Source: an optimization exercise on an open RTL-to-GDS flow (aim: small area). Production flows keep margins and buffers that such runs may drop. The RTL was checked by simulation tests, not by an equivalence proof against the original design. No activity file was given, so power comes from the tool's default toggle rates.

`flow/config.mk`:
```
export PLATFORM = sky130hd
export DESIGN_NAME = branch_predictor
export DESIGN_NICKNAME = branch_predictor
export VERILOG_FILES = /design/flow/design.v
export SDC_FILE = /design/flow/constraint.sdc
export NUM_CORES = 4
export LEC_CHECK = 0
export CAP_MARGIN = 20
export CORE_MARGIN = 2
export CORE_UTILIZATION = 80
export PLACE_DENSITY = 0.88
export SLEW_MARGIN = 20
export SYNTH_HIERARCHICAL = 1
```
`flow/constraint.sdc`:
```
create_clock -name core_clock -period 7.0 [get_ports {clk}]
set_input_delay 1.4000 -clock core_clock [delete_from_list [all_inputs] [get_ports {clk}]]
set_output_delay 1.4000 -clock core_clock [all_outputs]
set_load 0.01 [all_outputs]
```
`flow/design.v`:
```
package branch_predictor_pkg;
    localparam int unsigned XLEN = 32;
endpackage
module bp_g_inv (input logic a, output logic y);
    assign y = !a;
endmodule
module bp_g_nand2 (input logic a, b, output logic y);
    assign y = !(a & b);
endmodule
module bp_g_nor2 (input logic a, b, output logic y);
    assign y = !(a | b);
endmodule
module bp_g_or2 (input logic a, b, output logic y);
    assign y = a | b;
endmodule
module bp_g_and2 (input logic a, b, output logic y);
    assign y = a & b;
endmodule
module bp_g_and3 (input logic a, b, c, output logic y);
    assign y = a & b & c;
endmodule
module bp_g_nand3 (input logic a, b, c, output logic y);
    assign y = !(a & b & c);
endmodule
module bp_g_nand4 (input logic a, b, c, d, output logic y);
    assign y = !(a & b & c & d);
endmodule
module bp_g_or4 (input logic a, b, c, d, output logic y);
    assign y = a | b | c | d;
endmodule
module bp_g_or3 (input logic a, b, c, output logic y);
    assign y = a | b | c;
endmodule
module bp_g_xnor2 (input logic a, b, output logic y);
    assign y = !(a ^ b);
endmodule
module bp_g_a221o (input logic a1, a2, b1, b2, c1, output logic y);
    assign y = (a1 & a2) | (b1 & b2) | c1;
endmodule
module bp_g_and4 (input logic a, b, c, d, output logic y);
    assign y = a & b & c & d;
endmodule
module bp_g_xor2 (input logic a, b, output logic y);
    assign y = a ^ b;
endmodule
module bp_g_a222oi (input logic a1, a2, b1, b2, c1, c2, output logic y);
    assign y = !((a1 & a2) | (b1 & b2) | (c1 & c2));
endmodule
module bp_g_a31oi (input logic a1, a2, a3, b1, output logic y);
    assign y = !((a1 & a2 & a3) | b1);
endmodule
module bp_g_o21a (input logic a1, a2, b1, output logic y);
    assign y = (a1 | a2) & b1;
endmodule
module bp_g_ha (input logic a, b, output logic s, co);
    assign s  = a ^ b;
    assign co = a & b;
endmodule
module bp_sel16 (input logic [15:0] s, input logic [15:0] d, output logic y);
    logic [5:0] n;
    logic       m;
    for (genvar k = 0; k < 5; k++) begin : g_a
        bp_g_a222oi u_a (.a1(s[3*k]), .a2(d[3*k]), .b1(s[3*k+1]), .b2(d[3*k+1]),
                         .c1(s[3*k+2]), .c2(d[3*k+2]), .y(n[k]));
    end
    bp_g_nand2 u_n5 (.a(s[15]), .b(d[15]), .y(n[5]));
    bp_g_and4  u_m  (.a(n[0]), .b(n[1]), .c(n[2]), .d(n[3]), .y(m));
    bp_g_nand3 u_y  (.a(m), .b(n[4]), .c(n[5]), .y(y));
endmodule
module bp_sel16k (input logic [15:0] s, input logic [15:0] d, input logic k, output logic y);
    logic [5:0] n;
    logic       m;
    for (genvar j = 0; j < 5; j++) begin : g_a
        bp_g_a222oi u_a (.a1(s[3*j]), .a2(d[3*j]), .b1(s[3*j+1]), .b2(d[3*j+1]),
                         .c1(s[3*j+2]), .c2(d[3*j+2]), .y(n[j]));
    end
    bp_g_nand2 u_n5 (.a(s[15]), .b(d[15]), .y(n[5]));
    bp_g_and4  u_m  (.a(n[0]), .b(n[1]), .c(n[2]), .d(n[3]), .y(m));
    bp_g_a31oi u_y  (.a1(m), .a2(n[4]), .a3(n[5]), .b1(k), .y(y));
endmodule
module bp_pre4 (input logic [1:0] idx, input logic [1:0] idx_n, input logic en, output logic [3:0] y_n);
    bp_g_nand3 u_0 (.a(idx_n[1]), .b(idx_n[0]), .c(en), .y(y_n[0]));
    bp_g_nand3 u_1 (.a(idx_n[1]), .b(idx[0]),   .c(en), .y(y_n[1]));
    bp_g_nand3 u_2 (.a(idx[1]),   .b(idx_n[0]), .c(en), .y(y_n[2]));
    bp_g_nand3 u_3 (.a(idx[1]),   .b(idx[0]),   .c(en), .y(y_n[3]));
endmodule
module bp_pre4n (input logic [1:0] idx, input logic [1:0] idx_n, output logic [3:0] y_n);
    bp_g_nand2 u_0 (.a(idx_n[1]), .b(idx_n[0]), .y(y_n[0]));
    bp_g_nand2 u_1 (.a(idx_n[1]), .b(idx[0]),   .y(y_n[1]));
    bp_g_nand2 u_2 (.a(idx[1]),   .b(idx_n[0]), .y(y_n[2]));
    bp_g_nand2 u_3 (.a(idx[1]),   .b(idx[0]),   .y(y_n[3]));
endmodule
module bp_dec16 (input logic [3:0] idx, output logic [15:0] oh);
    logic [3:0] idx_n, lo_n, hi_n;
    for (genvar b = 0; b < 4; b++) begin : g_i
        bp_g_inv u_i (.a(idx[b]), .y(idx_n[b]));
    end
    bp_pre4n u_lo (.idx(idx[1:0]), .idx_n(idx_n[1:0]), .y_n(lo_n));
    bp_pre4n u_hi (.idx(idx[3:2]), .idx_n(idx_n[3:2]), .y_n(hi_n));
    for (genvar g = 0; g < 16; g++) begin : g_oh
        bp_g_nor2 u_o (.a(lo_n[g % 4]), .b(hi_n[g / 4]), .y(oh[g]));
    end
endmodule
module bp_udec
(
    input  logic [3:0]  idx,
    input  logic        wr_en,
    input  logic        bht_we,
    input  logic        inv_en,
    output logic [15:0] wr,
    output logic [15:0] bw,
    output logic [3:0]  lo_n,
    output logic [3:0]  inv_hi_n
);
    logic [3:0] idx_n, hw_n, hb_n;
    for (genvar b = 0; b < 4; b++) begin : g_i
        bp_g_inv u_i (.a(idx[b]), .y(idx_n[b]));
    end
    bp_pre4n u_lo (.idx(idx[1:0]), .idx_n(idx_n[1:0]), .y_n(lo_n));
    bp_pre4  u_hw (.idx(idx[3:2]), .idx_n(idx_n[3:2]), .en(wr_en),  .y_n(hw_n));
    bp_pre4  u_hb (.idx(idx[3:2]), .idx_n(idx_n[3:2]), .en(bht_we), .y_n(hb_n));
    bp_pre4  u_hi (.idx(idx[3:2]), .idx_n(idx_n[3:2]), .en(inv_en), .y_n(inv_hi_n));
    for (genvar g = 0; g < 16; g++) begin : g_oh
        bp_g_nor2 u_w (.a(lo_n[g % 4]), .b(hw_n[g / 4]), .y(wr[g]));
        bp_g_nor2 u_b (.a(lo_n[g % 4]), .b(hb_n[g / 4]), .y(bw[g]));
    end
endmodule
module bp_btb
#(
    parameter int unsigned ENTRIES = 16,
    parameter int unsigned TAG_W   = 26,
    parameter int unsigned XLEN    = 32
)
(
    input  logic               clk,
    input  logic               rst_n,
    input  logic [ENTRIES-1:0] wr_i,      
    input  logic [3:0]         inv_lo_n_i,  
    input  logic [3:0]         inv_hi_n_i,  
    input  logic               wr_jmp_i,
    input  logic [TAG_W-1:0]   wr_tag_i,
    input  logic [XLEN-1:0]    wr_target_i,
    output logic [ENTRIES-1:0] valid_o,
    output logic [ENTRIES-1:0] jmp_o,
    output logic [TAG_W-1:0][ENTRIES-1:0] tag_o,     
    output logic [XLEN-1:0][ENTRIES-1:0]  target_o   
);
    logic [ENTRIES-1:0] valid_q;
    logic [ENTRIES-1:0] jmp_q;
    logic [TAG_W-1:0]   tag_q [ENTRIES];
    logic [XLEN-1:0]    tgt_q [ENTRIES];
    logic [ENTRIES-1:0] valid_d;
    for (genvar g = 0; g < ENTRIES; g++) begin : g_entry
        bp_g_a221o u_vd (.a1(valid_q[g]), .a2(inv_lo_n_i[g % 4]), .b1(valid_q[g]),
                         .b2(inv_hi_n_i[g / 4]), .c1(wr_i[g]), .y(valid_d[g]));
        always_ff @(posedge clk or negedge rst_n) begin
            if (!rst_n) begin
                valid_q[g] <= 1'b0;
            end else begin
                valid_q[g] <= valid_d[g];
            end
        end
        always_ff @(posedge clk) begin
            if (wr_i[g]) begin
                jmp_q[g] <= wr_jmp_i;
                tag_q[g] <= wr_tag_i;
                tgt_q[g] <= wr_target_i;
            end
        end
        for (genvar b = 0; b < TAG_W; b++) begin : g_tb
            assign tag_o[b][g] = tag_q[g][b];
        end
        for (genvar b = 0; b < XLEN; b++) begin : g_xb
            assign target_o[b][g] = tgt_q[g][b];
        end
    end
    assign valid_o = valid_q;
    assign jmp_o   = jmp_q;
endmodule
module bp_satcnt
(
    input  logic        clk,
    input  logic        rst_n,
    input  logic        inc,
    output logic [31:0] q
);
    logic [31:0] q_r, d;
    logic [7:0]  n;
    logic [3:0]  g, cin;
    logic        full_n, c0;
    for (genvar k = 0; k < 8; k++) begin : g_n
        bp_g_nand4 u_n (.a(q_r[4*k]), .b(q_r[4*k+1]), .c(q_r[4*k+2]), .d(q_r[4*k+3]), .y(n[k]));
    end
    for (genvar j = 0; j < 4; j++) begin : g_g
        bp_g_nor2 u_g (.a(n[2*j]), .b(n[2*j+1]), .y(g[j]));
    end
    bp_g_nand4 u_full (.a(g[0]), .b(g[1]), .c(g[2]), .d(g[3]), .y(full_n));
    bp_g_and2  u_c0   (.a(inc), .b(full_n), .y(c0));
    assign cin[0] = c0;
    bp_g_and2 u_cin1 (.a(c0), .b(g[0]), .y(cin[1]));
    bp_g_and3 u_cin2 (.a(c0), .b(g[0]), .c(g[1]), .y(cin[2]));
    bp_g_and4 u_cin3 (.a(c0), .b(g[0]), .c(g[1]), .d(g[2]), .y(cin[3]));
    for (genvar j = 0; j < 4; j++) begin : g_blk
        logic [7:0] c;
        assign c[0] = cin[j];
        for (genvar i = 0; i < 7; i++) begin : g_ha
            bp_g_ha u_h (.a(q_r[8*j+i]), .b(c[i]), .s(d[8*j+i]), .co(c[i+1]));
        end
        bp_g_xor2 u_x (.a(q_r[8*j+7]), .b(c[7]), .y(d[8*j+7]));
    end
    always_ff @(posedge clk or negedge rst_n) begin
        if (!rst_n) begin
            q_r <= '0;
        end else begin
            q_r <= d;
        end
    end
    assign q = q_r;
endmodule
module bp_redir
(
    input  logic        clk,
    input  logic        rst_n,
    input  logic        mis,
    input  logic        taken,
    input  logic [31:0] tgt,
    input  logic [31:0] pc,
    output logic [31:0] q
);
    logic [31:0] q_r, d, pc4, dn;
    logic [5:0]  n;
    logic [3:0]  cin;
    logic [1:0]  e;
    logic        sel_t, sel_p, hold;
    assign pc4[1:0] = pc[1:0];
    bp_g_inv u_p2 (.a(pc[2]), .y(pc4[2]));
    for (genvar k = 0; k < 6; k++) begin : g_n
        bp_g_nand4 u_n (.a(pc[4*k+2]), .b(pc[4*k+3]), .c(pc[4*k+4]), .d(pc[4*k+5]), .y(n[k]));
    end
    bp_g_nor2 u_e0 (.a(n[2]), .b(n[3]), .y(e[0]));
    bp_g_nor2 u_e1 (.a(n[4]), .b(n[5]), .y(e[1]));
    assign cin[0] = pc[2];
    bp_g_nor2 u_c1 (.a(n[0]), .b(n[1]), .y(cin[1]));
    bp_g_and2 u_c2 (.a(cin[1]), .b(e[0]), .y(cin[2]));
    bp_g_and3 u_c3 (.a(cin[1]), .b(e[0]), .c(e[1]), .y(cin[3]));
    for (genvar j = 0; j < 4; j++) begin : g_blk
        localparam int LO = (j == 0) ? 3 : 8 * j + 2;
        localparam int HI = (j == 3) ? 31 : 8 * j + 9;
        logic [HI:LO] c;
        assign c[LO] = cin[j];
        for (genvar i = LO; i < HI; i++) begin : g_ha
            bp_g_ha u_h (.a(pc[i]), .b(c[i]), .s(pc4[i]), .co(c[i+1]));
        end
        bp_g_xor2 u_x (.a(pc[HI]), .b(c[HI]), .y(pc4[HI]));
    end
    assign sel_t = mis & taken;
    assign sel_p = mis & !taken;
    assign hold  = !mis;
    for (genvar i = 0; i < 32; i++) begin : g_d
        bp_g_a222oi u_a (.a1(sel_t), .a2(tgt[i]), .b1(sel_p), .b2(pc4[i]),
                         .c1(hold), .c2(q_r[i]), .y(dn[i]));
        bp_g_inv    u_i (.a(dn[i]), .y(d[i]));
    end
    always_ff @(posedge clk or negedge rst_n) begin
        if (!rst_n) begin
            q_r <= '0;
        end else begin
            q_r <= d;
        end
    end
    assign q = q_r;
endmodule
module bp_mis
(
    input  logic        valid,
    input  logic        taken,
    input  logic        pred_taken,
    input  logic [31:0] tgt,
    input  logic [31:0] pred_tgt,
    output logic        mis
);
    logic [31:0] x;
    logic [7:0]  f;
    logic [1:0]  e;
    for (genvar i = 0; i < 32; i++) begin : g_x
        bp_g_xnor2 u_x (.a(tgt[i]), .b(pred_tgt[i]), .y(x[i]));
    end
    for (genvar k = 0; k < 8; k++) begin : g_f
        bp_g_nand4 u_f (.a(x[4*k]), .b(x[4*k+1]), .c(x[4*k+2]), .d(x[4*k+3]), .y(f[k]));
    end
    bp_g_or4 u_e0 (.a(f[0]), .b(f[1]), .c(f[2]), .d(f[3]), .y(e[0]));
    bp_g_or4 u_e1 (.a(f[4]), .b(f[5]), .c(f[6]), .d(f[7]), .y(e[1]));
    assign mis = valid && ((taken != pred_taken) || (taken && (e[0] || e[1])));
endmodule
module bp_bhtnxt (input logic [1:0] cur, input logic taken, output logic [1:0] nxt);
    logic [1:0] c, n;
    assign c = cur ^ 2'b01;
    always_comb begin
        if (taken) begin
            n = (c == 2'b11) ? c : c + 2'd1;
        end else begin
            n = (c == 2'b00) ? c : c - 2'd1;
        end
    end
    assign nxt = n ^ 2'b01;
endmodule
module branch_predictor
#(
    parameter int unsigned XLEN    = branch_predictor_pkg::XLEN,
    parameter int unsigned ENTRIES = 16,
    parameter int unsigned IDX_W   = $clog2(ENTRIES)
)
(
    input  logic            clk,
    input  logic            rst_n,
    input  logic [XLEN-1:0] if_pc,
    output logic            pred_taken,
    output logic [XLEN-1:0] pred_target,
    input  logic            ex_valid,
    input  logic [XLEN-1:0] ex_pc,
    input  logic            ex_is_branch,
    input  logic            ex_is_jump,
    input  logic            ex_taken,
    input  logic [XLEN-1:0] ex_target,
    input  logic            ex_pred_taken,
    input  logic [XLEN-1:0] ex_pred_target,
    output logic            flush,
    output logic [XLEN-1:0] redirect_pc,
    output logic [31:0]     stat_branches,
    output logic [31:0]     stat_mispred
);
    localparam int unsigned TAG_W = XLEN - IDX_W - 2;
    logic [ENTRIES-1:0]              rd_oh, wr_oh, bw_oh;
    logic [3:0]                      inv_lo_n, inv_hi_n;
    logic [ENTRIES-1:0]              valid_all, jmp_all;
    logic [TAG_W-1:0][ENTRIES-1:0]   tag_all;
    logic [XLEN-1:0][ENTRIES-1:0]    tgt_all;
    logic [1:0][ENTRIES-1:0]         bht_all;
    logic                            rd_valid, rd_jmp, rd_bht1;
    logic [TAG_W-1:0]                rd_tag, tx;
    logic [5:0]                      tf;
    logic [3:0]                      th;
    logic                            hit_n, pt_n;
    logic                            is_br, wr_en, inv_en, bht_we, mis, br_inc;
    logic [1:0]                      bht_q [ENTRIES];
    logic [1:0]                      bht_cur, bht_nxt;
    logic                            flush_q;
    assign is_br  = ex_is_branch && !ex_is_jump;
    assign wr_en  = ex_valid && (ex_is_jump || (is_br && ex_taken));
    assign inv_en = ex_valid && !ex_is_branch && !ex_is_jump && ex_pred_taken;
    assign bht_we = ex_valid && is_br;
    assign br_inc = ex_valid && (ex_is_branch || ex_is_jump);
    bp_dec16 u_rd_dec (.idx(if_pc[IDX_W+1:2]), .oh(rd_oh));
    bp_udec  u_u_dec  (.idx(ex_pc[IDX_W+1:2]), .wr_en(wr_en), .bht_we(bht_we),
                       .inv_en(inv_en), .wr(wr_oh), .bw(bw_oh),
                       .lo_n(inv_lo_n), .inv_hi_n(inv_hi_n));
    bp_btb #(
        .ENTRIES (ENTRIES),
        .TAG_W   (TAG_W),
        .XLEN    (XLEN)
    ) u_btb (
        .clk         (clk),
        .rst_n       (rst_n),
        .wr_i        (wr_oh),
        .inv_lo_n_i  (inv_lo_n),
        .inv_hi_n_i  (inv_hi_n),
        .wr_jmp_i    (ex_is_jump),
        .wr_tag_i    (ex_pc[XLEN-1:IDX_W+2]),
        .wr_target_i (ex_target),
        .valid_o     (valid_all),
        .jmp_o       (jmp_all),
        .tag_o       (tag_all),
        .target_o    (tgt_all)
    );
    for (genvar g = 0; g < ENTRIES; g++) begin : g_bht_all
        assign bht_all[0][g] = bht_q[g][0];
        assign bht_all[1][g] = bht_q[g][1];
    end
    bp_sel16 u_rv (.s(rd_oh), .d(valid_all),  .y(rd_valid));
    bp_sel16 u_rj (.s(rd_oh), .d(jmp_all),    .y(rd_jmp));
    bp_sel16 u_rb (.s(rd_oh), .d(bht_all[1]), .y(rd_bht1));
    for (genvar b = 0; b < TAG_W; b++) begin : g_rtag
        bp_sel16  u_r (.s(rd_oh), .d(tag_all[b]), .y(rd_tag[b]));
        bp_g_xnor2 u_x (.a(rd_tag[b]), .b(if_pc[IDX_W+2+b]), .y(tx[b]));
    end
    for (genvar k = 0; k < 6; k++) begin : g_tf
        bp_g_nand4 u_f (.a(tx[4*k]), .b(tx[4*k+1]), .c(tx[4*k+2]), .d(tx[4*k+3]), .y(tf[k]));
    end
    for (genvar k = 0; k < 3; k++) begin : g_th
        bp_g_nor2 u_h (.a(tf[2*k]), .b(tf[2*k+1]), .y(th[k]));
    end
    bp_g_and3  u_th3  (.a(tx[24]), .b(tx[25]), .c(rd_valid), .y(th[3]));
    bp_g_nand4 u_hitn (.a(th[0]), .b(th[1]), .c(th[2]), .d(th[3]), .y(hit_n));
    bp_g_nor2 u_ptn (.a(rd_jmp), .b(rd_bht1), .y(pt_n));
    bp_g_nor2 u_pt  (.a(hit_n), .b(pt_n), .y(pred_taken));
    for (genvar b = 0; b < XLEN; b++) begin : g_rtgt
        bp_sel16k u_r (.s(rd_oh), .d(tgt_all[b]), .k(hit_n), .y(pred_target[b]));
    end
    bp_sel16  u_ub0 (.s(bw_oh), .d(bht_all[0]), .y(bht_cur[0]));
    bp_sel16  u_ub1 (.s(bw_oh), .d(bht_all[1]), .y(bht_cur[1]));
    bp_bhtnxt u_bn  (.cur(bht_cur), .taken(ex_taken), .nxt(bht_nxt));
    for (genvar g = 0; g < ENTRIES; g++) begin : g_bht
        always_ff @(posedge clk or negedge rst_n) begin
            if (!rst_n) begin
                bht_q[g] <= 2'b00;
            end else if (bw_oh[g]) begin
                bht_q[g] <= bht_nxt;
            end
        end
    end
    bp_mis u_mis (
        .valid      (ex_valid),
        .taken      (ex_taken),
        .pred_taken (ex_pred_taken),
        .tgt        (ex_target),
        .pred_tgt   (ex_pred_target),
        .mis        (mis)
    );
    always_ff @(posedge clk or negedge rst_n) begin
        if (!rst_n) begin
            flush_q <= 1'b0;
        end else begin
            flush_q <= mis;
        end
    end
    bp_redir u_redir (
        .clk   (clk),
        .rst_n (rst_n),
        .mis   (mis),
        .taken (ex_taken),
        .tgt   (ex_target),
        .pc    (ex_pc),
        .q     (redirect_pc)
    );
    bp_satcnt u_st_br  (.clk(clk), .rst_n(rst_n), .inc(br_inc), .q(stat_branches));
    bp_satcnt u_st_mis (.clk(clk), .rst_n(rst_n), .inc(mis),    .q(stat_mispred));
    assign flush = flush_q;
endmodule
```
`flow/flow/run.sh`:
```
#!/bin/bash
# Layout flow: the standard flow (standard.sh, standard synthesis
# unchanged), with two layout choices made through ORFS variables:
#  - port buffers use the smallest buffer cell, sky130_fd_sc_hd__buf_1;
#  - clock tree built from clkbuf_4/clkbuf_8 in clusters of 16 sinks,
#    without dummy balancing loads.
# All tool output goes to flow.log here; ORFS also keeps per-step logs
# under orfs/logs/.
set -euo pipefail
cd "$(dirname "$0")/.."

export BUFFER_PORTS_ARGS="-buffer_cell sky130_fd_sc_hd__buf_1"
export CTS_ARGS="-sink_clustering_enable -repair_clock_nets -dont_use_dummy_load -buf_list {sky130_fd_sc_hd__clkbuf_4 sky130_fd_sc_hd__clkbuf_8} -sink_clustering_size 16 -sink_clustering_max_diameter 60"

bash standard.sh > flow.log 2>&1
```
`flow/standard.sh`:
```
#!/bin/bash
# synth_recipe.tcl (not shown) runs the flow's synth.tcl, then flattens the netlist and writes it again
# the make line also repeats each setting of config.mk as NAME=value (left out here)
make -C /OpenROAD-flow-scripts/flow DESIGN_CONFIG=/design/flow/config.mk WORK_HOME=/design/flow/orfs CLKGATE_MAP_FILE= SYNTH_SCRIPT=/design/flow/synth_recipe.tcl "${@:-finish}"
```
==> flow_metrics.env, run 1 <==
export IMPL_status="complete, no violations"
export IMPL_port_buffers=262
export IMPL_crit_fanout=20
export IMPL_grtUsageTotal_pct=45.3
export IMPL_drv_cap=0
export IMPL_cts_buffer_depth=3
export IMPL_antenna_found_initial=5
export IMPL_syn_area_per_cell_um2=19.6
export IMPL_setup_violations=0
export IMPL_final_common_cell="edfxtp_1"
export IMPL_async_flop_share_pct=13.3
export IMPL_relSlewSlack_pct=18.9
export IMPL_worstSetupPathDepth=15
export IMPL_drt_wl_total_um=115000
export IMPL_r2r_cells=13
export IMPL_max_freq_mhz=147
export IMPL_synth_cell_types=31
export IMPL_rrSetupSlack_ns=4.13
export IMPL_synthesis_area_um2=39700
export IMPL_fp_dieArea_um2=51400
export IMPL_numCtsBuffers=78
export IMPL_dpl_cell_area_um2=42700
export IMPL_fin_skew_ns=0.0385
export IMPL_ys_ff_latch=1089
export IMPL_period_minus_slack_ns=6.79
export IMPL_core_um2=49000
export IMPL_drive_above_1_share_pct=10.2
export IMPL_cts_sinks=1089
export IMPL_wl_per_cell_um=36.7
export IMPL_irDropWorstVdd_mv=0.260
export IMPL_preCtsSetupSlack_ns=0.525
export IMPL_slew_violations=0
export IMPL_nets=2682
export IMPL_cts_hold_buffers=0
export IMPL_cp_startpoint="if_pc[3]"
export IMPL_worst_skew_pair_late_latency_ns=0.70
export IMPL_die_width_um=227
export IMPL_vias=25795
export IMPL_drc=0
export IMPL_drt_iter0_drc=7235
export IMPL_slowest_delay_ns=0.54
export IMPL_crit_arrival_ns=5.39
export IMPL_synth_edf_count=944
export IMPL_crit_buf_inv=5
export IMPL_yosysSeqAreaShare_pct=80.5
export IMPL_dp_hpwl_um=63700
export IMPL_path_class="primary input to primary output"
export IMPL_start_kind="primary input"
export IMPL_synth_ff_type="edfxtp_1"
export IMPL_grt_pass1_wl_um=163000
export IMPL_routed_via_density=8.23
export IMPL_first_pass_iters=13
export IMPL_yosysTopAreaCellShare_pct=71.4
export IMPL_initial_utilization_pct=81.1
export IMPL_path_cells="buf_1 > inv_1 > nand2_1 > nor2_4 > buf_4 > a222oi_1 > and4_1 > nand3_1 > xnor2_1 > nand4_1 > nor2_1 > nand4_1 > buf_12 > a31oi_1 > buf_1"
export IMPL_post_cts_resized=0
export IMPL_final_cell_area_um2=43800
export IMPL_clk_pin_slew_ns=0.05
export IMPL_synth_top_area_cell="edfxtp_1"
export IMPL_p_per_area_nw_per_um2=250
export IMPL_cts_root_buf="clkbuf_8"
export IMPL_hp_class="flop to flop"
export IMPL_r2r_end="u_st_br.q_r[23]"
export IMPL_leakage_nw=14.4
export IMPL_num_io_pins=265
export IMPL_critPathRequiredTime_ns=5.60
export IMPL_fin_crit_sh_pct=97.0
export IMPL_rr_startpoint="u_st_br.q_r[7]"
export IMPL_rsz0062_at_grt="false"
export IMPL_hold_viol_final=0
export IMPL_layout_common_cells="edfxtp_1, a222oi_1, buf_1"
export IMPL_ant_nets=0
export IMPL_grt_max_degree=76
export IMPL_cts_htree_levels=3
export IMPL_synth_nets=2238
export IMPL_tightest_slew_ns=1.22
export IMPL_syn2layout_area_growth_pct=10.3
export IMPL_rows=81
export IMPL_gp_congestion=0.857
export IMPL_synth_area_leaders="edfxtp_1, dfrtp_1, a222oi_1, ha_1, and4_1"
export IMPL_post_cts_buffers=0
export IMPL_crit_family="simple AND/OR/NAND/NOR gates"
export IMPL_die_y_um=227
export IMPL_setup_tns_final_ns=0
export IMPL_endpoint_kind="primary output"
export IMPL_grt_pass1_vias=25852
export IMPL_final_setup_worst_slack_ns=0.213
export IMPL_yosysWarnings=14
export IMPL_endpoint="pred_target[29]"
export IMPL_cts_tree="built"
export IMPL_overflow=0
export IMPL_netlist_instances=2022
export IMPL_crit_path_top_delay_cell="a222oi_1"
## metal layers
layer,up-vias,share of wire (%),GRT usage [%]
met5,-,0.11,1.37
met1,12290,29,58.7
met2,3079,46,67.8
met3,631,18,15.5
met4,8,6.6,26.7
li1,9787,-,-
## where the power goes
| group | internal [W] | leakage (nW) | switching, W | total (W) |
|---|---|---|---|---|
| Clock | 0.00100 | 0.561 | 0.00186 | 0.00287 |
| Sequential | 0.00723 | 10.3 | 0.000108 | 0.00734 |
| Combinational | 0.000243 | 3.46 | 0.000508 | 0.000752 |
| Total | 0.00848 | 14.4 | 0.00248 | 0.0110 |
## layout make-up
class	count	area, um2
repair buffers	366	1950
multi-input cells	888	7800
well taps	664	831
fillers	1755	5150
diodes	5	12.5
inverters	43	161
flip-flops and latches	1089	32000
clock buffers	78	1070
## through the flow
stage               total power, W  cells  utilization (%)  hold slack, ns
detailed placement         0.00818   3048             87.1           0.484
finish                      0.0110   3133             89.5           0.494
CTS                         0.0109   3126             89.3           0.498
global placement           0.00811   3048             87.1           0.477
floorplan                  0.00777   2022                -           0.480
global route                0.0112   3129             89.5           0.506
## Yosys stat by module (local to each module, per instance), a selection
module | cells | flops+latches | area, um2 | copies in the design
bp_bhtnxt | 4 | 0 | 28.8 | 1
bp_mis | 3 | 0 | 15.0 | 1
bp_g_ha | 1 | 0 | 12.5 | 81
bp_g_a222oi | 1 | 0 | 10.0 | 347
bp_g_xor2 | 1 | 0 | 8.76 | 12
bp_g_xnor2 | 1 | 0 | 8.76 | 58
bp_g_nand4 | 1 | 0 | 6.26 | 39
bp_g_a31oi | 1 | 0 | 6.26 | 32
bp_g_and3 | 1 | 0 | 6.26 | 4
bp_g_and2 | 1 | 0 | 6.26 | 5
bp_g_nand2 | 1 | 0 | 3.75 | 75
bp_g_nor2 | 1 | 0 | 3.75 | 64
bp_g_inv | 1 | 0 | 3.75 | 41
## worst min-delay path by stage
stage | start | end | slack [ns] | depth (start not counted)
global placement | u_st_br.q_r[15] | u_st_br.q_r[15] | 0.48 | 1
floorplan | bht_q[0][0] | bht_q[0][0] | 0.48 | 1
detailed placement | u_st_br.q_r[23] | u_st_br.q_r[23] | 0.48 | 1
global route | u_st_br.q_r[15] | u_st_br.q_r[15] | 0.51 | 1
CTS | u_st_br.q_r[23] | u_st_br.q_r[23] | 0.50 | 1
finish | u_st_br.q_r[15] | u_st_br.q_r[15] | 0.49 | 1
## synthesized netlist by cell type, drive strengths merged, types with 4 or more instances
| cell type | instances |
|---|---|
| edfxtp | 944 |
| a222oi | 347 |
| dfrtp | 145 |
| ha | 81 |
| nand2 | 75 |
| and4 | 65 |
| nor2 | 65 |
| xnor2 | 58 |
| inv | 43 |
| nand3 | 43 |
| nand4 | 39 |
| a31oi | 33 |
| mux2 | 32 |
| a221o | 16 |
| xor2 | 12 |
| and2 | 6 |
| and3 | 4 |
## flip-flops by register name, indices dropped and copies added, names as in the netlist
name,flops
flush_q,1
u_redir.q_r,32
u_st_br.q_r,32
u_btb.valid_q,16
u_btb.tgt_q,512
u_btb.jmp_q,16
u_st_mis.q_r,32
bht_q,32
u_btb.tag_q,416
## cell families (layout without fill, tap and decap cells)
logic type,count (synthesis),count (layout),synth area share (%)
muxes,32,32,0.964
xor gates and xnor gates,70,70,1.54
and+or+nand+nor,303,303,4.20
AOI/OAI and AO/OA,401,401,9.75
adders and majority gates,82,82,2.58
other,0,5,0
DFF,1089,1089,80.5
buffers and inverters,45,487,0.463
==> run 2: changes to the inputs <==
--- a/flow/design.v
+++ b/flow/design.v
@@ -108,5 +108,6 @@
     input  logic        bht_we,
     input  logic        inv_en,
-    output logic [15:0] wr,
+    output logic [15:0] wr,        
+    output logic [15:0] wr_t,      
     output logic [15:0] bw,
     output logic [3:0]  lo_n,
@@ -123,4 +124,5 @@
     for (genvar g = 0; g < 16; g++) begin : g_oh
         bp_g_nor2 u_w (.a(lo_n[g % 4]), .b(hw_n[g / 4]), .y(wr[g]));
+        bp_g_nor2 u_x (.a(lo_n[g % 4]), .b(hw_n[g / 4]), .y(wr_t[g]));
         bp_g_nor2 u_b (.a(lo_n[g % 4]), .b(hb_n[g / 4]), .y(bw[g]));
     end
@@ -136,4 +138,5 @@
     input  logic               rst_n,
     input  logic [ENTRIES-1:0] wr_i,      
+    input  logic [ENTRIES-1:0] wr_t_i,    
     input  logic [3:0]         inv_lo_n_i,  
     input  logic [3:0]         inv_hi_n_i,  
@@ -165,4 +168,8 @@
                 jmp_q[g] <= wr_jmp_i;
                 tag_q[g] <= wr_tag_i;
+            end
+        end
+        always_ff @(posedge clk) begin
+            if (wr_t_i[g]) begin
                 tgt_q[g] <= wr_target_i;
             end
@@ -331,5 +338,5 @@
 );
     localparam int unsigned TAG_W = XLEN - IDX_W - 2;
-    logic [ENTRIES-1:0]              rd_oh, wr_oh, bw_oh;
+    logic [ENTRIES-1:0]              rd_oh, rd_oh_t, wr_oh, wr_t_oh, bw_oh;
     logic [3:0]                      inv_lo_n, inv_hi_n;
     logic [ENTRIES-1:0]              valid_all, jmp_all;
@@ -351,7 +358,8 @@
     assign bht_we = ex_valid && is_br;
     assign br_inc = ex_valid && (ex_is_branch || ex_is_jump);
-    bp_dec16 u_rd_dec (.idx(if_pc[IDX_W+1:2]), .oh(rd_oh));
+    bp_dec16 u_rd_dec   (.idx(if_pc[IDX_W+1:2]), .oh(rd_oh));
+    bp_dec16 u_rd_dec_t (.idx(if_pc[IDX_W+1:2]), .oh(rd_oh_t));
     bp_udec  u_u_dec  (.idx(ex_pc[IDX_W+1:2]), .wr_en(wr_en), .bht_we(bht_we),
-                       .inv_en(inv_en), .wr(wr_oh), .bw(bw_oh),
+                       .inv_en(inv_en), .wr(wr_oh), .wr_t(wr_t_oh), .bw(bw_oh),
                        .lo_n(inv_lo_n), .inv_hi_n(inv_hi_n));
     bp_btb #(
@@ -363,4 +371,5 @@
         .rst_n       (rst_n),
         .wr_i        (wr_oh),
+        .wr_t_i      (wr_t_oh),
         .inv_lo_n_i  (inv_lo_n),
         .inv_hi_n_i  (inv_hi_n),
@@ -395,5 +404,5 @@
     bp_g_nor2 u_pt  (.a(hit_n), .b(pt_n), .y(pred_taken));
     for (genvar b = 0; b < XLEN; b++) begin : g_rtgt
-        bp_sel16k u_r (.s(rd_oh), .d(tgt_all[b]), .k(hit_n), .y(pred_target[b]));
+        bp_sel16k u_r (.s(rd_oh_t), .d(tgt_all[b]), .k(hit_n), .y(pred_target[b]));
     end
     bp_sel16  u_ub0 (.s(bw_oh), .d(bht_all[0]), .y(bht_cur[0]));
--- a/flow/config.mk
+++ b/flow/config.mk
@@ -8,6 +8,6 @@
 export CAP_MARGIN = 20
 export CORE_MARGIN = 2
-export CORE_UTILIZATION = 80
-export PLACE_DENSITY = 0.88
+export CORE_UTILIZATION = 75
+export PLACE_DENSITY = 0.85
 export SLEW_MARGIN = 20
 export SYNTH_HIERARCHICAL = 1
==> flow_metrics.env, run 2 <==
export IMPL_status="complete, no violations"
export IMPL_syn2layout_area_growth_pct=9.91
export IMPL_slowest_delay_ns=0.87
export IMPL_fin_skew_ns=0.0528
export IMPL_ant_nets=0
export IMPL_worst_skew_pair_late_latency_ns=0.71
export IMPL_yosysWarnings=14
export IMPL_cts_tree="built"
export IMPL_crit_family="simple AND/OR/NAND/NOR gates"
export IMPL_port_buffers=262
export IMPL_crit_buf_inv=4
export IMPL_fin_util_pct=83.4
export IMPL_initial_utilization_pct=75.9
export IMPL_leakage_nw=14.4
export IMPL_cts_hold_buffers=0
export IMPL_gp_congestion=0.824
export IMPL_antenna_found_initial=5
export IMPL_largest_register="u_btb.tgt_q"
export IMPL_largest_register_ffs=512
export IMPL_p_per_area_nw_per_um2=249
export IMPL_top_regs="u_btb.tgt_q: 512 flops, u_btb.tag_q: 416 flops"
export IMPL_yosys_top_cells_count="edfxtp_1, a222oi_1, dfrtp_1, nor2_1, nand2_1"
export IMPL_hold_ws_ns=0.503
export IMPL_ys_ff_latch=1089
export IMPL_rows=84
export IMPL_drv_cap=0
export IMPL_num_io_pins=265
export IMPL_irDropWorstVdd_mv=0.201
export IMPL_layout_common_cells="edfxtp_1, a222oi_1, buf_1"
export IMPL_dp_hpwl_um=62100
export IMPL_rrSetupSlack_ns=4.13
export IMPL_grtUsageTotal_pct=38.2
export IMPL_crit_path_top_delay_cell="nor2_2"
export IMPL_yosysTopAreaCellShare_pct=71.1
export IMPL_crit_fanout=33
export IMPL_vias=24734
export IMPL_post_cts_buffers=0
export IMPL_critPathRequiredTime_ns=5.60
export IMPL_max_freq_mhz=155
export IMPL_die_y_um=235
export IMPL_grt_max_degree=66
export IMPL_synth_cell_types=31
export IMPL_drt_wl_total_um=105000
export IMPL_die_width_um=235
export IMPL_netlist_instances=2066
export IMPL_grt_pass1_vias=24836
export IMPL_final_common_cell="edfxtp_1"
export IMPL_drive_above_1_share_pct=11.1
export IMPL_tightest_slew_ns=1.11
export IMPL_cts_htree_levels=3
export IMPL_first_pass_iters=7
export IMPL_endpoint_kind="primary output"
export IMPL_synth_nets=2282
export IMPL_relSlewSlack_pct=26.0
export IMPL_post_cts_resized=0
export IMPL_setup_tns_final_ns=0
export IMPL_yosysSeqAreaShare_pct=80.2
export IMPL_cts_sinks=1089
export IMPL_crit_arrival_ns=5.04
export IMPL_path_cells="buf_1 > nand2_1 > nor2_2 > buf_4 > nand2_1 > nand3_1 > xnor2_1 > nand4_1 > nor2_1 > nand4_1 > buf_12 > a31oi_1 > buf_1"
export IMPL_hold_viol_final=0
export IMPL_slew_violations=0
export IMPL_overflow=0
export IMPL_rsz0062_at_grt="false"
export IMPL_period_minus_slack_ns=6.44
export IMPL_fin_crit_sh_pct=92.1
export IMPL_async_flop_share_pct=13.3
export IMPL_clk_pin_slew_ns=0.09
export IMPL_synth_ff_type="edfxtp_1"
export IMPL_nets=2720
export IMPL_hp_class="flop to flop"
export IMPL_drc=0
export IMPL_syn_area_per_cell_um2=19.3
export IMPL_synth_edf_count=944
export IMPL_start_kind="primary input"
export IMPL_wl_per_cell_um=33.0
export IMPL_fp_dieArea_um2=55000
export IMPL_core_um2=52600
export IMPL_synthesis_area_um2=39900
export IMPL_cts_buffer_depth=3
export IMPL_cts_root_buf="clkbuf_8"
export IMPL_synth_area_leaders="edfxtp_1, dfrtp_1, a222oi_1, ha_1, and4_1"
export IMPL_setup_violations=0
export IMPL_routed_via_density=7.75
export IMPL_grt_pass1_wl_um=154000
export IMPL_synth_top_area_cell="edfxtp_1"
export IMPL_numCtsBuffers=78
export IMPL_synth_most_common_cell="edfxtp_1"
export IMPL_path_class="primary input to primary output"
export IMPL_drt_iter0_drc=5432
==> run 2: cell type report <==
cell class / count / area (um2)
diodes: 3 / 7.51
clock buffers: 78 / 1070
fillers: 2374 / 8710
inverters: 47 / 176
multi-input cells: 928 / 7970
flip-flops and latches: 1089 / 32000
well taps: 688 / 861
repair buffers: 360 / 1770
==> run 2: power by group <==
| part | leakage (nW) | internal (W) | switching (W) |
|---|---|---|---|
| clock | 0.561 | 0.00100 | 0.00183 |
| combinational | 3.46 | 0.000243 | 0.000496 |
| sequential | 10.3 | 0.00723 | 0.0000987 |
==> run 2: per-module statistics from Yosys (local to each module, per instance), a selection <==
module | cells | cell area [um2] | times used | flip-flops and latches
branch_predictor | 72 | 1270 | 1 | 33
bp_redir | 35 | 821 | 1 | 32
bp_satcnt | 32 | 801 | 2 | 32
bp_mis | 3 | 15.0 | 1 | 0
bp_g_ha | 1 | 12.5 | 81 | 0
bp_g_a222oi | 1 | 10.0 | 347 | 0
bp_g_xor2 | 1 | 8.76 | 12 | 0
bp_g_and4 | 1 | 8.76 | 65 | 0
bp_g_or4 | 1 | 7.51 | 2 | 0
bp_g_nand4 | 1 | 6.26 | 39 | 0
bp_g_a31oi | 1 | 6.26 | 32 | 0
bp_g_nand3 | 1 | 5.00 | 43 | 0
bp_g_inv | 1 | 3.75 | 45 | 0
bp_g_nor2 | 1 | 3.75 | 96 | 0
bp_g_nand2 | 1 | 3.75 | 83 | 0
==> run 2: final timing paths <==
kind,from,cells past startpoint,end
max,if_pc[4],13,pred_target[10]
min,u_st_mis.q_r[15],1,u_st_mis.q_r[15]
max reg2reg,u_st_br.q_r[23],13,u_st_br.q_r[15]
min reg2reg,u_st_mis.q_r[15],1,u_st_mis.q_r[15]
max in group asynchronous,rst_n,2,u_redir.q_r[20]
min in group asynchronous,rst_n,1,u_st_mis.q_r[12]
==> run 2: metrics by stage <==
step / area (um2) / setup WS [ns] / power [W] / cells
floorplan: 39900 / 1.05 / 0.00777 / 2066
global placement: 42700 / 0.997 / 0.00812 / 3109
detailed placement: 42700 / 0.779 / 0.00818 / 3109
CTS: 43800 / 0.756 / 0.0109 / 3187
global route: 43800 / 0.546 / 0.0112 / 3192
finish: 43800 / 0.556 / 0.0109 / 3193
==> run 2: metal layers <==
layer  global-route usage (%)  routed length, um  vias up
met5                        0                 12        -
met3                     9.86              16500      414
met1                     49.8              32600    11907
met2                     60.7              50500     2522
met4                     19.7               5730        2
li1                         -                  -     9889
==> run 2: worst reg2reg max path, stage by stage, from the launching register on <==
cell and delay, ns:
dfrtp_1 0.40, nand4_1 0.13, nor2_1 0.23, nand4_1 0.11, and2_1 0.20, and2_1 0.19
ha_1 0.19, ha_1 0.18, ha_1 0.18, ha_1 0.19, ha_1 0.19, ha_1 0.19
ha_1 0.19, xor2_1 0.17
==> run 2: kinds of logic (layout without fill, tap and decap cells) <==
group                      count (synthesis)  after routing  synth area share [%]
AOI/OAI and AO/OA                        401            401                  9.71
xor gates and xnor gates                  70             70                  1.54
adders and majority gates                 82             82                  2.57
buffers and inverters                     49            485                 0.499
DFF                                     1089           1089                  80.2
muxes                                     32             32                 0.960
other                                      0              3                     0
and+or+nand+nor                          343            343                  4.56
==> run 3: changes to the inputs <==
==> flow/flow/run.sh (replaced) <==
#!/bin/bash
# Layout flow: the standard flow (standard.sh, standard synthesis
# unchanged), with two layout choices made through ORFS variables:
#  - port buffers use the smallest buffer cell, sky130_fd_sc_hd__buf_1;
#  - clock tree built from clkbuf_4/clkbuf_8 in clusters of 18 sinks,
#    without dummy balancing loads.
# All tool output goes to flow.log here; ORFS also keeps per-step logs
# under orfs/logs/.
set -euo pipefail
cd "$(dirname "$0")/.."

export BUFFER_PORTS_ARGS="-buffer_cell sky130_fd_sc_hd__buf_1"
export CTS_ARGS="-sink_clustering_enable -repair_clock_nets -dont_use_dummy_load -buf_list {sky130_fd_sc_hd__clkbuf_4 sky130_fd_sc_hd__clkbuf_8} -sink_clustering_size 18 -sink_clustering_max_diameter 60"

export RECOVER_POWER=100
bash standard.sh > flow.log 2>&1
==> flow_metrics.env, run 3 <==
export IMPL_gp_congestion=0.824
export IMPL_hp_class="flop to flop"
export IMPL_yosys_top_cells_count="edfxtp_1, a222oi_1, dfrtp_1, nor2_1, nand2_1"
export IMPL_drt_wl_total_um=105000
export IMPL_crit_fanout=33
export IMPL_grtUsageTotal_pct=37.8
export IMPL_crit_path_top_delay_cell="a222oi_1"
export IMPL_wl_per_cell_um=32.9
export IMPL_die_y_um=235
export IMPL_vias=24558
export IMPL_critPathRequiredTime_ns=5.60
export IMPL_irDropWorstVdd_mv=0.189
export IMPL_fp_dieArea_um2=55000
export IMPL_core_um2=52600
export IMPL_post_cts_resized=0
export IMPL_layout_common_cells="edfxtp_1, a222oi_1, buf_1"
export IMPL_ys_ff_latch=1089
export IMPL_drc=0
export IMPL_cp_startpoint="if_pc[3]"
export IMPL_cts_htree_levels=3
export IMPL_path_class="primary input to primary output"
export IMPL_grt_pass1_wl_um=152000
export IMPL_crit_arrival_ns=5.20
export IMPL_crit_family="simple AND/OR/NAND/NOR gates"
export IMPL_synth_edf_count=944
export IMPL_synth_cell_types=31
export IMPL_status="complete, but fails checks"
export IMPL_p_per_area_nw_per_um2=248
export IMPL_fin_cells=3186
export IMPL_synthesis_area_um2=39900
export IMPL_share_seq_of_total_power_pct=68.2
export IMPL_rsz0062_at_grt="false"
export IMPL_fin_crit_sh_pct=94.3
export IMPL_cts_tree="built"
export IMPL_hold_ws_ns=0.499
export IMPL_cts_sinks=1089
export IMPL_start_kind="primary input"
export IMPL_port_buffers=262
export IMPL_path_cells="clkbuf_1 > inv_1 > nand2_1 > nor2_1 > buf_4 > a222oi_1 > and4_1 > nand3_1 > xnor2_1 > nand4_1 > nor2_1 > nand4_1 > buf_12 > a31oi_1 > buf_1"
export IMPL_clkPwrFrac_pct=25.2
export IMPL_post_cts_buffers=0
export IMPL_slowest_delay_ns=0.54
export IMPL_grt_pass1_vias=24654
export IMPL_initial_utilization_pct=75.9
export IMPL_max_freq_mhz=151
export IMPL_drive_above_1_share_pct=7.58
export IMPL_worst_skew_pair_late_latency_ns=0.69
export IMPL_async_flop_share_pct=13.3
export IMPL_p_sw_share_pct=22.1
export IMPL_preCtsSetupSlack_ns=0.779
export IMPL_largest_register="u_btb.tgt_q"
export IMPL_cts_root_buf="clkbuf_8"
export IMPL_netlist_instances=2066
export IMPL_seq_area_um2=32000
export IMPL_synth_top_area_cell="edfxtp_1"
export IMPL_rr_startpoint="u_st_br.q_r[23]"
export IMPL_dp_cells=3109
export IMPL_num_io_pins=265
export IMPL_synth_ff_type="edfxtp_1"
export IMPL_yosysWarnings=14
export IMPL_period_minus_slack_ns=6.60
export IMPL_p_comb_share_pct=6.7
export IMPL_slew_violations=1066
export IMPL_setup_violations=0
export IMPL_first_pass_iters=9
export IMPL_setup_tns_final_ns=0
export IMPL_cts_buffer_depth=3
export IMPL_drt_iter0_drc=5442
export IMPL_multiInputGateArea_um2=7850
export IMPL_tightest_slew_ns=3.80
export IMPL_synth_most_common_cell="edfxtp_1"
export IMPL_so_faults="max-capacitance violations, max-slew violations"
export IMPL_crit_buf_inv=5
export IMPL_relSlewSlack_pct=-153
export IMPL_antenna_found_initial=2
export IMPL_overflow=0
export IMPL_hp_start="u_st_mis.q_r[7]"
export IMPL_ant_nets=0
export IMPL_die_width_um=235
export IMPL_syn2layout_area_growth_pct=8.72
export IMPL_routed_via_density=7.71
export IMPL_dp_hpwl_um=62100
export IMPL_p_switching_w=0.00238
export IMPL_endpoint_kind="primary output"
export IMPL_largest_register_ffs=512
export IMPL_clk_pin_slew_ns=0.06
export IMPL_leakage_nw=14.1
export IMPL_synth_area_leaders="edfxtp_1, dfrtp_1, a222oi_1, ha_1, and4_1"
export IMPL_final_setup_worst_slack_ns=0.396
export IMPL_final_common_cell="edfxtp_1"
export IMPL_numCtsBuffers=71
export IMPL_grt_max_degree=66
export IMPL_internal_power_w=0.00838
export IMPL_rows=84
export IMPL_top_regs="u_btb.tgt_q: 512 flops, u_btb.tag_q: 416 flops"
export IMPL_fin_skew_ns=0.0470
export IMPL_cts_hold_buffers=0
export IMPL_num_fill_cells=2484
export IMPL_syn_area_per_cell_um2=19.3
export IMPL_yosysTopAreaCellShare_pct=71.1
export IMPL_drv_cap=36
export IMPL_hold_viol_final=0
export IMPL_nets=2713
export IMPL_synth_nets=2282
export IMPL_yosysSeqAreaShare_pct=80.2
[run 3: per-stage QoR]
step	util (%)	total power, W	instance area [um2]
after floorplan	-	0.00777	39900
after global placement	81.2	0.00812	42700
after detailed placement	81.2	0.00818	42700
after CTS	83.1	0.0108	43700
after global routing	82.5	0.0110	43400
final	82.5	0.0108	43400
[run 3: power groups by stage]
stage / registers, W / clock network, W / logic [W]
after floorplan: 0.00747 / 0 / 0.000303
after detailed placement: 0.00747 / 0 / 0.000714
after CTS: 0.00732 / 0.00271 / 0.000718
final: 0.00733 / 0.00271 / 0.000719
after global routing: 0.00735 / 0.00292 / 0.000763
after global placement: 0.00745 / 0 / 0.000672
[run 3: cells by family after synthesis]
kind of cell               count (synthesis)  synth area share [%]
AOI/OAI and AO/OA                        401                  9.71
xor gates and xnor gates                  70                  1.54
adders and majority gates                 82                  2.57
buffers and inverters                     49                 0.499
DFF                                     1089                  80.2
muxes                                     32                 0.960
and+or+nand+nor                          343                  4.56
[run 3: final cells by class]
class                   count  area share (%)
well taps                 688            1.99
clock buffers              71            2.25
multi-input cells         928            18.1
inverters                  47           0.407
diodes                      3          0.0173
repair buffers            360            3.49
flip-flops and latches   1089            73.7
[run 3: final timing paths]
check	to	slack [ns]	depth (start not counted)
max in group asynchronous	bht_q[3][0]	1.63	2
min in group asynchronous	u_st_mis.q_r[26]	1.12	1
max reg2reg	u_st_br.q_r[15]	4.05	13
max	pred_target[10]	0.40	15
min	u_st_mis.q_r[7]	0.50	1
min reg2reg	u_st_mis.q_r[7]	0.50	1
[run 3: Yosys stat by module, one instance, submodules excluded, excerpt]
module,cells,cell area (um2),copies in the design,flip-flops and latches
branch_predictor,72,1270,1,33
bp_satcnt,32,801,2,32
bp_g_ha,1,12.5,81,0
bp_g_a31oi,1,6.26,32,0
bp_g_nand4,1,6.26,39,0
bp_g_nand3,1,5.00,43,0
[run 3: per-layer routing]
metal | track usage (%) | share of wire [%] | up-vias | wire (um)
li1 | - | - | 9876 | -
met5 | 0 | 0 | - | 0
met4 | 20.8 | 5.4 | 0 | 5650
met2 | 59.8 | 48 | 2363 | 50500
met1 | 49.5 | 31 | 11931 | 32900
met3 | 8.75 | 15 | 388 | 15600
[run 3: worst reg2reg max path: stages (launching register included)]
cell,delay (ns)
dfrtp_1,0.42
nand4_1,0.13
nor2_1,0.23
nand4_1,0.11
and2_0,0.22
and2_0,0.21
ha_1,0.19
ha_1,0.18
ha_1,0.18
ha_1,0.19
ha_1,0.19
ha_1,0.19
ha_1,0.19
xor2_1,0.17
==> run 4: changes to the inputs <==
--- a/flow/flow/run.sh
+++ b/flow/flow/run.sh
@@ -13,4 +13,3 @@
 export CTS_ARGS="-sink_clustering_enable -repair_clock_nets -dont_use_dummy_load -buf_list {sky130_fd_sc_hd__clkbuf_4 sky130_fd_sc_hd__clkbuf_8} -sink_clustering_size 18 -sink_clustering_max_diameter 60"
 
-export RECOVER_POWER=100
 bash standard.sh > flow.log 2>&1
==> flow_metrics.env, run 4 <==
export IMPL_ant_nets=0
export IMPL_numCtsBuffers=71
export IMPL_leakage_nw=14.3
export IMPL_start_kind="primary input"
export IMPL_final_common_cell="edfxtp_1"
export IMPL_synth_top_area_cell="edfxtp_1"
export IMPL_yosysTopAreaCellShare_pct=71.1
export IMPL_synth_edf_count=944
export IMPL_p_per_area_nw_per_um2=246
export IMPL_fin_cells=3185
export IMPL_overflow=0
export IMPL_yosys_top_cells_count="edfxtp_1, a222oi_1, dfrtp_1, nor2_1, nand2_1"
export IMPL_cts_buffer_depth=3
export IMPL_drc=0
export IMPL_die_y_um=235
export IMPL_slowest_delay_ns=0.51
export IMPL_synth_ff_type="edfxtp_1"
export IMPL_grt_max_degree=66
export IMPL_status="complete, no violations"
export IMPL_gp_congestion=0.824
export IMPL_post_cts_buffers=0
export IMPL_syn2layout_area_growth_pct=9.68
export IMPL_async_flop_share_pct=13.3
export IMPL_yosysSeqAreaShare_pct=80.2
export IMPL_fin_skew_ns=0.0454
export IMPL_endpoint_kind="primary output"
export IMPL_syn_area_per_cell_um2=19.3
export IMPL_crit_arrival_ns=5.13
export IMPL_rows=84
export IMPL_grt_pass1_vias=24654
export IMPL_cts_sinks=1089
export IMPL_netlist_instances=2066
export IMPL_synthesis_area_um2=39900
export IMPL_slew_violations=0
export IMPL_crit_path_top_delay_cell="a222oi_1"
export IMPL_vias=24546
export IMPL_num_io_pins=265
export IMPL_synth_cell_types=31
export IMPL_grtUsageTotal_pct=37.8
export IMPL_setup_tns_final_ns=0
export IMPL_path_class="primary input to primary output"
export IMPL_drv_cap=0
export IMPL_nets=2713
export IMPL_crit_fanout=33
export IMPL_preCtsSetupSlack_ns=0.779
export IMPL_yosysWarnings=14
export IMPL_setup_violations=0
export IMPL_dp_cells=3109
export IMPL_path_cells="buf_1 > inv_1 > nand2_1 > nor2_2 > buf_4 > a222oi_1 > and4_1 > nand3_1 > xnor2_1 > nand4_1 > nor2_1 > nand4_1 > buf_12 > a31oi_1 > buf_1"
export IMPL_grt_pass1_wl_um=152000
export IMPL_fp_dieArea_um2=55000
export IMPL_synth_most_common_cell="edfxtp_1"
export IMPL_ys_ff_latch=1089
export IMPL_relSlewSlack_pct=25.8
export IMPL_irDropWorstVdd_mv=0.191
export IMPL_largest_register="u_btb.tgt_q"
export IMPL_p_total_w=0.0108
export IMPL_tightest_slew_ns=1.11
export IMPL_hp_class="flop to flop"
export IMPL_core_um2=52600
export IMPL_top_regs="u_btb.tgt_q: 512 flops, u_btb.tag_q: 416 flops"
export IMPL_rsz0062_at_grt="false"
export IMPL_cts_tree="built"
export IMPL_max_freq_mhz=153
export IMPL_clk_pin_slew_ns=0.06
export IMPL_routed_via_density=7.71
export IMPL_critPathRequiredTime_ns=5.60
export IMPL_cts_hold_buffers=0
export IMPL_port_buffers=262
export IMPL_final_cell_area_um2=43700
export IMPL_rrSetupSlack_ns=4.13
export IMPL_drt_iter0_drc=5613
export IMPL_largest_register_ffs=512
export IMPL_initial_utilization_pct=75.9
export IMPL_hold_viol_final=0
export IMPL_wl_per_cell_um=32.9
export IMPL_die_width_um=235
export IMPL_worst_skew_pair_late_latency_ns=0.69
export IMPL_first_pass_iters=10
export IMPL_drt_wl_total_um=105000
export IMPL_dpl_cell_area_um2=42700
export IMPL_cts_htree_levels=3
export IMPL_drive_above_1_share_pct=10.8
export IMPL_period_minus_slack_ns=6.53
export IMPL_synth_area_leaders="edfxtp_1, dfrtp_1, a222oi_1, ha_1, and4_1"
export IMPL_cts_root_buf="clkbuf_8"
export IMPL_synth_nets=2282
export IMPL_post_cts_resized=0
export IMPL_final_setup_worst_slack_ns=0.473
export IMPL_layout_common_cells="edfxtp_1, a222oi_1, buf_1"
export IMPL_fin_crit_sh_pct=93.2
export IMPL_antenna_found_initial=2
export IMPL_dp_hpwl_um=62100
==> run 4: cell count changes in the layout (fill, tap and decap cells not counted), moves of 5 or more <==
cell | before | now
and2_0 | 5 | 0
buf_1 | 220 | 261
buf_4 | 39 | 94
clkbuf_1 | 100 | 0
mux2_1 | 7 | 0
mux2_4 | 0 | 6
nor2_1 | 46 | 33
nor2_4 | 8 | 20
==> run 4: layer usage <==
layer	global-route usage, %	part of all wire [%]	vias up
li1	-	-	9880
met1	49.5	32	12010
met2	59.8	48	2296
met3	8.75	15	360
met4	20.8	5.3	0
met5	0	0	-
==> run 4: worst max-delay path: cells and delay by family <==
family          cells  cell delay [ns]
xor+xnor            1             0.25
compound gates      2             0.89
buf+inv             5             1.08
simple gates        7             1.47
==> run 4: area by class of cell <==
class	count	area (um2)
repair buffers	360	1780
fillers	2394	8810
multi-input cells	928	7970
inverters	47	176
flip-flops and latches	1089	32000
clock buffers	71	977
well taps	688	861
diodes	2	5.00
==> run 4: Yosys stat by module, one instance, submodules excluded, excerpt <==
module	cells inside	flip-flops and latches	copies in the design	cell area [um2]
bp_bhtnxt	4	0	1	28.8
bp_g_xor2	1	0	12	8.76
bp_g_nand2	1	0	83	3.75
bp_redir	35	32	1	821
bp_g_and3	1	0	4	6.26
bp_g_nand4	1	0	39	6.26
bp_g_a222oi	1	0	347	10.0
bp_g_a221o	1	0	16	10.0
bp_satcnt	32	32	2	801
bp_g_nand3	1	0	43	5.00
bp_mis	3	0	1	15.0
bp_g_nor2	1	0	96	3.75
bp_g_ha	1	0	81	12.5
branch_predictor	72	33	1	1270
bp_g_a31oi	1	0	32	6.26
==> run 4: final timing paths <==
path                                 start                to  cells past startpoint
max                               if_pc[3]   pred_target[10]                     15
min                        u_st_mis.q_r[7]   u_st_mis.q_r[7]                      1
max reg2reg                u_st_br.q_r[23]   u_st_br.q_r[15]                     13
min reg2reg                u_st_mis.q_r[7]   u_st_mis.q_r[7]                      1
max in group asynchronous            rst_n   u_redir.q_r[10]                      2
min in group asynchronous            rst_n  u_st_mis.q_r[15]                      1
==> run 4: kinds of logic (layout without fill, tap and decap cells) <==
| logic type | count (synthesis) | in the layout | synth area share (%) |
|---|---|---|---|
| adders and majority gates | 82 | 82 | 2.57 |
| buffers and inverters | 49 | 478 | 0.499 |
| muxes | 32 | 32 | 0.960 |
| DFF | 1089 | 1089 | 80.2 |
| xor gates and xnor gates | 70 | 70 | 1.54 |
| AOI/OAI and AO/OA | 401 | 401 | 9.71 |
| and+or+nand+nor | 343 | 343 | 4.56 |
| other | 0 | 2 | 0 |
==> run 4: stage by stage <==
| stage | hold slack (ns) | util, % |
|---|---|---|
| after floorplan | 0.480 | - |
| after global placement | 0.476 | 81.2 |
| after global routing | 0.515 | 83.2 |
| after detailed placement | 0.491 | 81.2 |
| after CTS | 0.504 | 83.1 |
| final | 0.496 | 83.2 |
==> run 4: report_power, final <==
| part | switching (W) | internal [W] |
|---|---|---|
| Clock | 0.00180 | 0.000918 |
| Sequential | 0.0000976 | 0.00723 |
| Combinational | 0.000496 | 0.000243 |
| Total | 0.00239 | 0.00839 |

-- afterwards: timing with drivers on the ports --
No port has a modelled driver above. Below, the same layouts with a new extraction and two added sets of constraints. Step 1: set_driving_cell puts a clkbuf_16 on clk and a buf_2 on each other input, an assumption about the parent block. Step 2 moves the port delays by t, midway between the first and last clock arrival at a register: inputs arrive t later, outputs are due t later. That takes back most of the time a late clock gives input paths. Three values: ideal, step 1, step 2; two values: the first two.
run | t (ns) | setup WS [ns] | worst data-port slew with drivers (ns)
run 1 | 0.756 | 0.213 / 0.183 / 0.183 | 0.13
run 2 | 0.734 | 0.556 / 0.490 / 0.490 | 0.08
run 3 | 0.714 | 0.396 / 0.341 / 0.341 | 0.08
run 4 | 0.714 | 0.473 / 0.415 / 0.415 | 0.08
For run 2, which loses most, drivers alone change the setup slack by -0.066 ns; drivers and shift together by -0.066 ns.
